From an optimization exercise on the open Yosys and OpenROAD flow, aimed at small area; shortcuts taken in it are not production practice.
In this exercise RTL edits were held to simulation tests only and were not proved equivalent to the original.
The clock port is modelled as an ideal driver; clocking choices that lean on that would not hold on a real chip.
Power is estimated from default activity; no workload was simulated.

==> flow/design.v (excerpt) <==
module cpu_top (
    input  logic                     clk,
    input  logic                     arst_n,
    input  logic [cpu_pkg::XLEN-1:0] mem_rdata,
    output cpu_pkg::mem_req_t        mem_req,
    output logic                     halted
);
==> flow/config.mk <==
export PLATFORM = sky130hd
export DESIGN_NAME = cpu_top
export DESIGN_NICKNAME = cpu_top
export VERILOG_FILES = /design/flow/design.v
export SDC_FILE = /design/flow/constraint.sdc
export NUM_CORES = 4
export LEC_CHECK = 0
export CAP_MARGIN = 20
export CORE_MARGIN = 2
export CORE_UTILIZATION = 70
export SETUP_SLACK_MARGIN = 0.5
export SLEW_MARGIN = 20
==> flow/constraint.sdc <==
create_clock -name core_clock -period 14.0 [get_ports {clk}]
set_input_delay 2.8000 -clock core_clock [delete_from_list [all_inputs] [get_ports {clk}]]
set_output_delay 2.8000 -clock core_clock [all_outputs]
set_load 0.01 [all_outputs]
standard.sh (not shown) runs the stock make flow with config.mk's settings and CLKGATE_MAP_FILE= SYNTH_SCRIPT=/design/flow/synth_recipe.tcl, a recipe that flattens the netlist after the stock synthesis.
==> flow/flow/run.sh <==
#!/bin/bash
# The standard ORFS layout, with three changes:
#  - synthesis maps the logic with an area-only ABC script (flow/abc_area.script,
#    no buffering or upsizing) and without the adder-cell mapping; registers
#    are mapped exactly as in the standard synthesis;
#  - ports are buffered with buf_1 instead of a delay cell;
#  - the clock tree uses small sink clusters and no dummy loads, and after
#    CTS (flow/post_cts.tcl) and again after global routing
#    (flow/post_grt.tcl) the clock buffers of any flip-flop with a slow
#    clock edge are upsized.
set -euo pipefail
rm -rf scripts_area
cp -r "$FLOW_HOME/scripts" scripts_area
cp flow/abc_area.script scripts_area/abc_area.script
export SCRIPTS_DIR="$PWD/scripts_area"
export ABC_AREA=1
export ADDER_MAP_FILE=
export BUFFER_PORTS_ARGS="-buffer_cell sky130_fd_sc_hd__buf_1"
export CTS_ARGS="-sink_clustering_enable -repair_clock_nets -dont_use_dummy_load -sink_clustering_size 11 -sink_clustering_max_diameter 30 -buf_list {sky130_fd_sc_hd__clkbuf_4}"
export POST_CTS_TCL="$PWD/flow/post_cts.tcl"
export POST_GLOBAL_ROUTE_TCL="$PWD/flow/post_grt.tcl"
bash standard.sh finish > flow_make.log 2>&1
==> flow/flow/abc_area.script <==
strash
&get -n
&deepsyn -T 240
&put
dch -f
&get -n
&nf -R 1000 -p -a
&put
==> flow/flow/post_cts.tcl <==
set limit 0.120
for {set pass 0} {$pass < 4} {incr pass} {
  estimate_parasitics -placement
  set drivers [dict create]
  foreach pin [all_registers -clock_pins] {
    if {[get_property $pin slew_max] > $limit} {
      set net [get_nets -of_objects $pin]
      foreach d [get_pins -of_objects $net -filter "direction == output"] {
        dict set drivers [get_full_name [get_cells -of_objects $d]] 1
      }
    }
  }
  set n 0
  foreach name [dict keys $drivers] {
    set cell [get_cells $name]
    set ref [get_property $cell ref_name]
    set next ""
    if {$ref eq "sky130_fd_sc_hd__clkbuf_1"} { set next sky130_fd_sc_hd__clkbuf_2 }
    if {$ref eq "sky130_fd_sc_hd__clkbuf_2"} { set next sky130_fd_sc_hd__clkbuf_4 }
    if {$ref eq "sky130_fd_sc_hd__clkbuf_4"} { set next sky130_fd_sc_hd__clkbuf_8 }
    if {$ref eq "sky130_fd_sc_hd__clkbuf_8"} { set next sky130_fd_sc_hd__clkbuf_16 }
    if {$next ne ""} { replace_cell $cell $next; incr n }
  }
  puts "post_cts: pass $pass upsized $n clock buffers"
  if {$n == 0} { break }
  detailed_placement
}
estimate_parasitics -placement
set worst 0
foreach pin [all_registers -clock_pins] { set s [get_property $pin slew_max]; if {$s > $worst} { set worst $s } }
puts "post_cts: worst flip-flop clock pin slew [format %.4f $worst] ns"
==> flow/flow/post_grt.tcl <==
set limit 0.135
for {set pass 0} {$pass < 4} {incr pass} {
  estimate_parasitics -global_routing
  set drivers [dict create]
  foreach pin [all_registers -clock_pins] {
    if {[get_property $pin slew_max] > $limit} {
      set net [get_nets -of_objects $pin]
      foreach d [get_pins -of_objects $net -filter "direction == output"] {
        dict set drivers [get_full_name [get_cells -of_objects $d]] 1
      }
    }
  }
  set todo {}
  foreach name [dict keys $drivers] {
    set cell [get_cells $name]
    set ref [get_property $cell ref_name]
    set next ""
    if {$ref eq "sky130_fd_sc_hd__clkbuf_1"} { set next sky130_fd_sc_hd__clkbuf_2 }
    if {$ref eq "sky130_fd_sc_hd__clkbuf_2"} { set next sky130_fd_sc_hd__clkbuf_4 }
    if {$ref eq "sky130_fd_sc_hd__clkbuf_4"} { set next sky130_fd_sc_hd__clkbuf_8 }
    if {$ref eq "sky130_fd_sc_hd__clkbuf_8"} { set next sky130_fd_sc_hd__clkbuf_16 }
    if {$next ne ""} { lappend todo [list $cell $next] }
  }
  puts "post_grt: pass $pass upsizes [llength $todo] clock buffers"
  if {[llength $todo] == 0} { break }
  global_route -start_incremental
  foreach t $todo { replace_cell [lindex $t 0] [lindex $t 1] }
  detailed_placement
  global_route -end_incremental
}
estimate_parasitics -global_routing
set worst 0
foreach pin [all_registers -clock_pins] { set s [get_property $pin slew_max]; if {$s > $worst} { set worst $s } }
puts "post_grt: worst flip-flop clock pin slew [format %.4f $worst] ns"
write_guides $::env(RESULTS_DIR)/route.guide
==> next run, changes <==
==> flow/flow/abc_area.script (replaced) <==
strash
&get -n
&deepsyn -T 300
&put
dch -f
&get -n
&nf -R 1000 -p -a
&put
--- a/flow/flow/post_cts.tcl
+++ b/flow/flow/post_cts.tcl
@@ -1,2 +1,2 @@
-set limit 0.120
+set limit 0.119
 for {set pass 0} {$pass < 4} {incr pass} {
--- a/flow/flow/post_grt.tcl
+++ b/flow/flow/post_grt.tcl
@@ -1,2 +1,2 @@
-set limit 0.135
+set limit 0.140
 for {set pass 0} {$pass < 4} {incr pass} {
Effect: Setup slack gets better by 0.68 ns; power is higher by 0.48%; wire length came out lower by 2.7%; final area is about the same; synthesized cell count increases by 0.55%; final cell count stays flat; hold slack loses 0.044 ns; sequential share of layout area is about the same.

* * *

Another version of the RTL of cpu_top (not shown whole).
For scale: about 2200 flip-flops, roughly 200 I/O pins, ~47000 sq um of cells after synthesis.
==> flow/config.mk <==
export PLATFORM = sky130hd
export DESIGN_NAME = cpu_top
export DESIGN_NICKNAME = cpu_top
export VERILOG_FILES = /design/flow/design.v
export SDC_FILE = /design/flow/constraint.sdc
export NUM_CORES = 4
export LEC_CHECK = 0
export CAP_MARGIN = 20
export CORE_MARGIN = 2
export CORE_UTILIZATION = 70
export SETUP_SLACK_MARGIN = 0.5
export SLEW_MARGIN = 20
==> flow/constraint.sdc <==
create_clock -name core_clock -period 14.0 [get_ports {clk}]
set_input_delay 2.8000 -clock core_clock [delete_from_list [all_inputs] [get_ports {clk}]]
set_output_delay 2.8000 -clock core_clock [all_outputs]
set_load 0.01 [all_outputs]
==> flow/flow/run.sh <==
#!/bin/bash
# The standard ORFS layout, with three changes:
#  - synthesis maps the logic with an area-only ABC script (flow/abc_area.script,
#    no buffering or upsizing) and without the adder-cell mapping; registers
#    are mapped exactly as in the standard synthesis;
#  - ports are buffered with buf_1 instead of a delay cell;
#  - the clock tree uses small sink clusters and no dummy loads, and after
#    CTS the clock buffers of any flip-flop with a slow clock edge are
#    upsized (flow/post_cts.tcl).
set -euo pipefail
rm -rf scripts_area
cp -r "$FLOW_HOME/scripts" scripts_area
cp flow/abc_area.script scripts_area/abc_area.script
export SCRIPTS_DIR="$PWD/scripts_area"
export ABC_AREA=1
export ADDER_MAP_FILE=
export BUFFER_PORTS_ARGS="-buffer_cell sky130_fd_sc_hd__buf_1"
export CTS_ARGS="-sink_clustering_enable -repair_clock_nets -dont_use_dummy_load -sink_clustering_size 11 -sink_clustering_max_diameter 30 -buf_list {sky130_fd_sc_hd__clkbuf_4}"
export POST_CTS_TCL="$PWD/flow/post_cts.tcl"
bash standard.sh finish > flow_make.log 2>&1
==> flow/flow/abc_area.script <==
strash
&get -n
&deepsyn -T 120
&put
dch -f
&get -n
&nf -R 1000 -p -a
&put
==> flow/flow/post_cts.tcl <==
set limit 0.118
for {set pass 0} {$pass < 4} {incr pass} {
  estimate_parasitics -placement
  set drivers [dict create]
  foreach pin [all_registers -clock_pins] {
    if {[get_property $pin slew_max] > $limit} {
      set net [get_nets -of_objects $pin]
      foreach d [get_pins -of_objects $net -filter "direction == output"] {
        dict set drivers [get_full_name [get_cells -of_objects $d]] 1
      }
    }
  }
  set n 0
  foreach name [dict keys $drivers] {
    set cell [get_cells $name]
    set ref [get_property $cell ref_name]
    set next ""
    if {$ref eq "sky130_fd_sc_hd__clkbuf_1"} { set next sky130_fd_sc_hd__clkbuf_2 }
    if {$ref eq "sky130_fd_sc_hd__clkbuf_2"} { set next sky130_fd_sc_hd__clkbuf_4 }
    if {$ref eq "sky130_fd_sc_hd__clkbuf_4"} { set next sky130_fd_sc_hd__clkbuf_8 }
    if {$ref eq "sky130_fd_sc_hd__clkbuf_8"} { set next sky130_fd_sc_hd__clkbuf_16 }
    if {$next ne ""} { replace_cell $cell $next; incr n }
  }
  puts "post_cts: pass $pass upsized $n clock buffers"
  if {$n == 0} { break }
  detailed_placement
}
estimate_parasitics -placement
set worst 0
foreach pin [all_registers -clock_pins] { set s [get_property $pin slew_max]; if {$s > $worst} { set worst $s } }
puts "post_cts: worst flip-flop clock pin slew [format %.4f $worst] ns"
The starting point produced a clean layout.
Change:
--- a/flow/flow/run.sh
+++ b/flow/flow/run.sh
@@ -6,6 +6,7 @@
 #  - ports are buffered with buf_1 instead of a delay cell;
 #  - the clock tree uses small sink clusters and no dummy loads, and after
-#    CTS the clock buffers of any flip-flop with a slow clock edge are
-#    upsized (flow/post_cts.tcl).
+#    CTS (flow/post_cts.tcl) and again after global routing
+#    (flow/post_grt.tcl) the clock buffers of any flip-flop with a slow
+#    clock edge are upsized.
 set -euo pipefail
 rm -rf scripts_area
@@ -18,3 +19,4 @@
 export CTS_ARGS="-sink_clustering_enable -repair_clock_nets -dont_use_dummy_load -sink_clustering_size 11 -sink_clustering_max_diameter 30 -buf_list {sky130_fd_sc_hd__clkbuf_4}"
 export POST_CTS_TCL="$PWD/flow/post_cts.tcl"
+export POST_GLOBAL_ROUTE_TCL="$PWD/flow/post_grt.tcl"
 bash standard.sh finish > flow_make.log 2>&1
==> flow/flow/abc_area.script (replaced) <==
strash
&get -n
&deepsyn -T 240
&put
dch -f
&get -n
&nf -R 1000 -p -a
&put
--- a/flow/flow/post_cts.tcl
+++ b/flow/flow/post_cts.tcl
@@ -1,3 +1,3 @@
-set limit 0.118
+set limit 0.123
 for {set pass 0} {$pass < 4} {incr pass} {
   estimate_parasitics -placement
==> flow/flow/post_grt.tcl (new file) <==
set limit 0.125
for {set pass 0} {$pass < 4} {incr pass} {
  estimate_parasitics -global_routing
  set drivers [dict create]
  foreach pin [all_registers -clock_pins] {
    if {[get_property $pin slew_max] > $limit} {
      set net [get_nets -of_objects $pin]
      foreach d [get_pins -of_objects $net -filter "direction == output"] {
        dict set drivers [get_full_name [get_cells -of_objects $d]] 1
      }
    }
  }
  set todo {}
  foreach name [dict keys $drivers] {
    set cell [get_cells $name]
    set ref [get_property $cell ref_name]
    set next ""
    if {$ref eq "sky130_fd_sc_hd__clkbuf_1"} { set next sky130_fd_sc_hd__clkbuf_2 }
    if {$ref eq "sky130_fd_sc_hd__clkbuf_2"} { set next sky130_fd_sc_hd__clkbuf_4 }
    if {$ref eq "sky130_fd_sc_hd__clkbuf_4"} { set next sky130_fd_sc_hd__clkbuf_8 }
    if {$ref eq "sky130_fd_sc_hd__clkbuf_8"} { set next sky130_fd_sc_hd__clkbuf_16 }
    if {$next ne ""} { lappend todo [list $cell $next] }
  }
  puts "post_grt: pass $pass upsizes [llength $todo] clock buffers"
  if {[llength $todo] == 0} { break }
  global_route -start_incremental
  foreach t $todo { replace_cell [lindex $t 0] [lindex $t 1] }
  detailed_placement
  global_route -end_incremental
}
estimate_parasitics -global_routing
set worst 0
foreach pin [all_registers -clock_pins] { set s [get_property $pin slew_max]; if {$s > $worst} { set worst $s } }
puts "post_grt: worst flip-flop clock pin slew [format %.4f $worst] ns"
write_guides $::env(RESULTS_DIR)/route.guide
Outcome:
- critical path depth rises by 2
- final area rises slightly
- flip-flop and latch count is unchanged
- count of clock-buffer cells in the layout falls by 1
- utilization rose by 0.38 points
- non-clock buffer count came out higher by 2
- synthesized area hardly moves
- maximum frequency drops by a few percent
- routed wire length goes up by roughly a tenth
- hold slack got worse by 0.032 ns

* * *

cpu_top again, from the RTL that the note above started with.
clock: 14.0 ns
lec_check: 0
cap_margin: 20
core_margin: 2
core_utilization: 70
setup_slack_margin: 0.5
slew_margin: 20
==> flow/flow/run.sh <==
#!/bin/bash
# The standard ORFS layout, with three changes:
#  - synthesis maps the logic with an area-only ABC script (flow/abc_area.script,
#    no buffering or upsizing) and without the adder-cell mapping; registers
#    are mapped exactly as in the standard synthesis;
#  - ports are buffered with buf_1 instead of a delay cell;
#  - the clock tree uses small sink clusters and no dummy loads, and after
#    CTS (flow/post_cts.tcl) and again after global routing
#    (flow/post_grt.tcl) the clock buffers of any flip-flop with a slow
#    clock edge are upsized.
set -euo pipefail
rm -rf scripts_area
cp -r "$FLOW_HOME/scripts" scripts_area
cp flow/abc_area.script scripts_area/abc_area.script
export SCRIPTS_DIR="$PWD/scripts_area"
export ABC_AREA=1
export ADDER_MAP_FILE=
export BUFFER_PORTS_ARGS="-buffer_cell sky130_fd_sc_hd__buf_1"
export CTS_ARGS="-sink_clustering_enable -repair_clock_nets -dont_use_dummy_load -sink_clustering_size 11 -sink_clustering_max_diameter 30 -buf_list {sky130_fd_sc_hd__clkbuf_4}"
export POST_CTS_TCL="$PWD/flow/post_cts.tcl"
export POST_GLOBAL_ROUTE_TCL="$PWD/flow/post_grt.tcl"
bash standard.sh finish > flow_make.log 2>&1
==> flow/flow/post_cts.tcl <==
set limit 0.123
for {set pass 0} {$pass < 4} {incr pass} {
  estimate_parasitics -placement
  set drivers [dict create]
  foreach pin [all_registers -clock_pins] {
    if {[get_property $pin slew_max] > $limit} {
      set net [get_nets -of_objects $pin]
      foreach d [get_pins -of_objects $net -filter "direction == output"] {
        dict set drivers [get_full_name [get_cells -of_objects $d]] 1
      }
    }
  }
  set n 0
  foreach name [dict keys $drivers] {
    set cell [get_cells $name]
    set ref [get_property $cell ref_name]
    set next ""
    if {$ref eq "sky130_fd_sc_hd__clkbuf_1"} { set next sky130_fd_sc_hd__clkbuf_2 }
    if {$ref eq "sky130_fd_sc_hd__clkbuf_2"} { set next sky130_fd_sc_hd__clkbuf_4 }
    if {$ref eq "sky130_fd_sc_hd__clkbuf_4"} { set next sky130_fd_sc_hd__clkbuf_8 }
    if {$ref eq "sky130_fd_sc_hd__clkbuf_8"} { set next sky130_fd_sc_hd__clkbuf_16 }
    if {$next ne ""} { replace_cell $cell $next; incr n }
  }
  puts "post_cts: pass $pass upsized $n clock buffers"
  if {$n == 0} { break }
  detailed_placement
}
estimate_parasitics -placement
set worst 0
foreach pin [all_registers -clock_pins] { set s [get_property $pin slew_max]; if {$s > $worst} { set worst $s } }
puts "post_cts: worst flip-flop clock pin slew [format %.4f $worst] ns"
==> flow/flow/post_grt.tcl <==
set limit 0.140
for {set pass 0} {$pass < 4} {incr pass} {
  estimate_parasitics -global_routing
  set drivers [dict create]
  foreach pin [all_registers -clock_pins] {
    if {[get_property $pin slew_max] > $limit} {
      set net [get_nets -of_objects $pin]
      foreach d [get_pins -of_objects $net -filter "direction == output"] {
        dict set drivers [get_full_name [get_cells -of_objects $d]] 1
      }
    }
  }
  set todo {}
  foreach name [dict keys $drivers] {
    set cell [get_cells $name]
    set ref [get_property $cell ref_name]
    set next ""
    if {$ref eq "sky130_fd_sc_hd__clkbuf_1"} { set next sky130_fd_sc_hd__clkbuf_2 }
    if {$ref eq "sky130_fd_sc_hd__clkbuf_2"} { set next sky130_fd_sc_hd__clkbuf_4 }
    if {$ref eq "sky130_fd_sc_hd__clkbuf_4"} { set next sky130_fd_sc_hd__clkbuf_8 }
    if {$ref eq "sky130_fd_sc_hd__clkbuf_8"} { set next sky130_fd_sc_hd__clkbuf_16 }
    if {$next ne ""} { lappend todo [list $cell $next] }
  }
  puts "post_grt: pass $pass upsizes [llength $todo] clock buffers"
  if {[llength $todo] == 0} { break }
  global_route -start_incremental
  foreach t $todo { replace_cell [lindex $t 0] [lindex $t 1] }
  detailed_placement
  global_route -end_incremental
}
estimate_parasitics -global_routing
set worst 0
foreach pin [all_registers -clock_pins] { set s [get_property $pin slew_max]; if {$s > $worst} { set worst $s } }
puts "post_grt: worst flip-flop clock pin slew [format %.4f $worst] ns"
write_guides $::env(RESULTS_DIR)/route.guide
Other scripts of this flow, unchanged in this note and not shown: flow/flow/abc_area.script
Edit:
--- a/flow/flow/run.sh
+++ b/flow/flow/run.sh
@@ -7,5 +7,4 @@
 #  - the clock tree uses small sink clusters and no dummy loads, and after
-#    CTS (flow/post_cts.tcl) and again after global routing
-#    (flow/post_grt.tcl) the clock buffers of any flip-flop with a slow
-#    clock edge are upsized.
+#    CTS the clock buffers of any flip-flop with a slow clock edge are
+#    upsized (flow/post_cts.tcl).
 set -euo pipefail
@@ -20,3 +19,2 @@
 export POST_CTS_TCL="$PWD/flow/post_cts.tcl"
-export POST_GLOBAL_ROUTE_TCL="$PWD/flow/post_grt.tcl"
 bash standard.sh finish > flow_make.log 2>&1
--- a/flow/flow/post_cts.tcl
+++ b/flow/flow/post_cts.tcl
@@ -1,2 +1,2 @@
-set limit 0.123
+set limit 0.121
 for {set pass 0} {$pass < 4} {incr pass} {
removed: flow/flow/post_grt.tcl
Outcome:
- wire length is about the same
- power barely changes
- cell area is about the same

==> afterwards: timing with drivers on the ports <==
The results above use ideal ports. As a check the final layouts listed here were re-extracted and re-timed, cells and wires unchanged.
Step 1 sets driving cells, clkbuf_16 on the clock port and buf_2 on the other inputs (assumed; they add their load-dependent delay and slew).
Step 2 adds t to the input delays and takes it off the output delays; t is the mean of the earliest and latest rising clock arrival at the registers after step 1. Input paths then give back, and output paths get back, about the clock's delay inside the block.
a / b / c = ideal ports / drivers / drivers and shift; a / b = the first two.
| run | shift t [ns] | slack for setup (ns) | hold WS [ns] | slew at the worst register clock pin (ns) |
|---|---|---|---|---|
| the first run of note 1 | 1.060 | 6.730 / 6.730 / 6.730 | 0.226 / 0.226 / 0.226 | 0.12 / 0.12 |
| the second run of note 1 | 1.067 | 7.410 / 7.410 / 7.410 | 0.183 / 0.183 / 0.183 | 0.12 / 0.12 |
| the first run of note 2 | 1.062 | 6.913 / 6.913 / 6.913 | 0.224 / 0.224 / 0.224 | 0.12 / 0.12 |
| the second run of note 2 | 1.101 | 6.414 / 6.414 / 6.414 | 0.192 / 0.192 / 0.192 | 0.12 / 0.12 |
| the first run of note 3 | 1.093 | 6.506 / 6.506 / 6.506 | 0.218 / 0.218 / 0.218 | 0.12 / 0.12 |
| the second run of note 3 | 1.095 | 6.491 / 6.491 / 6.491 | 0.217 / 0.217 / 0.217 | 0.12 / 0.12 |
After both steps setup and hold are still met in every run listed.
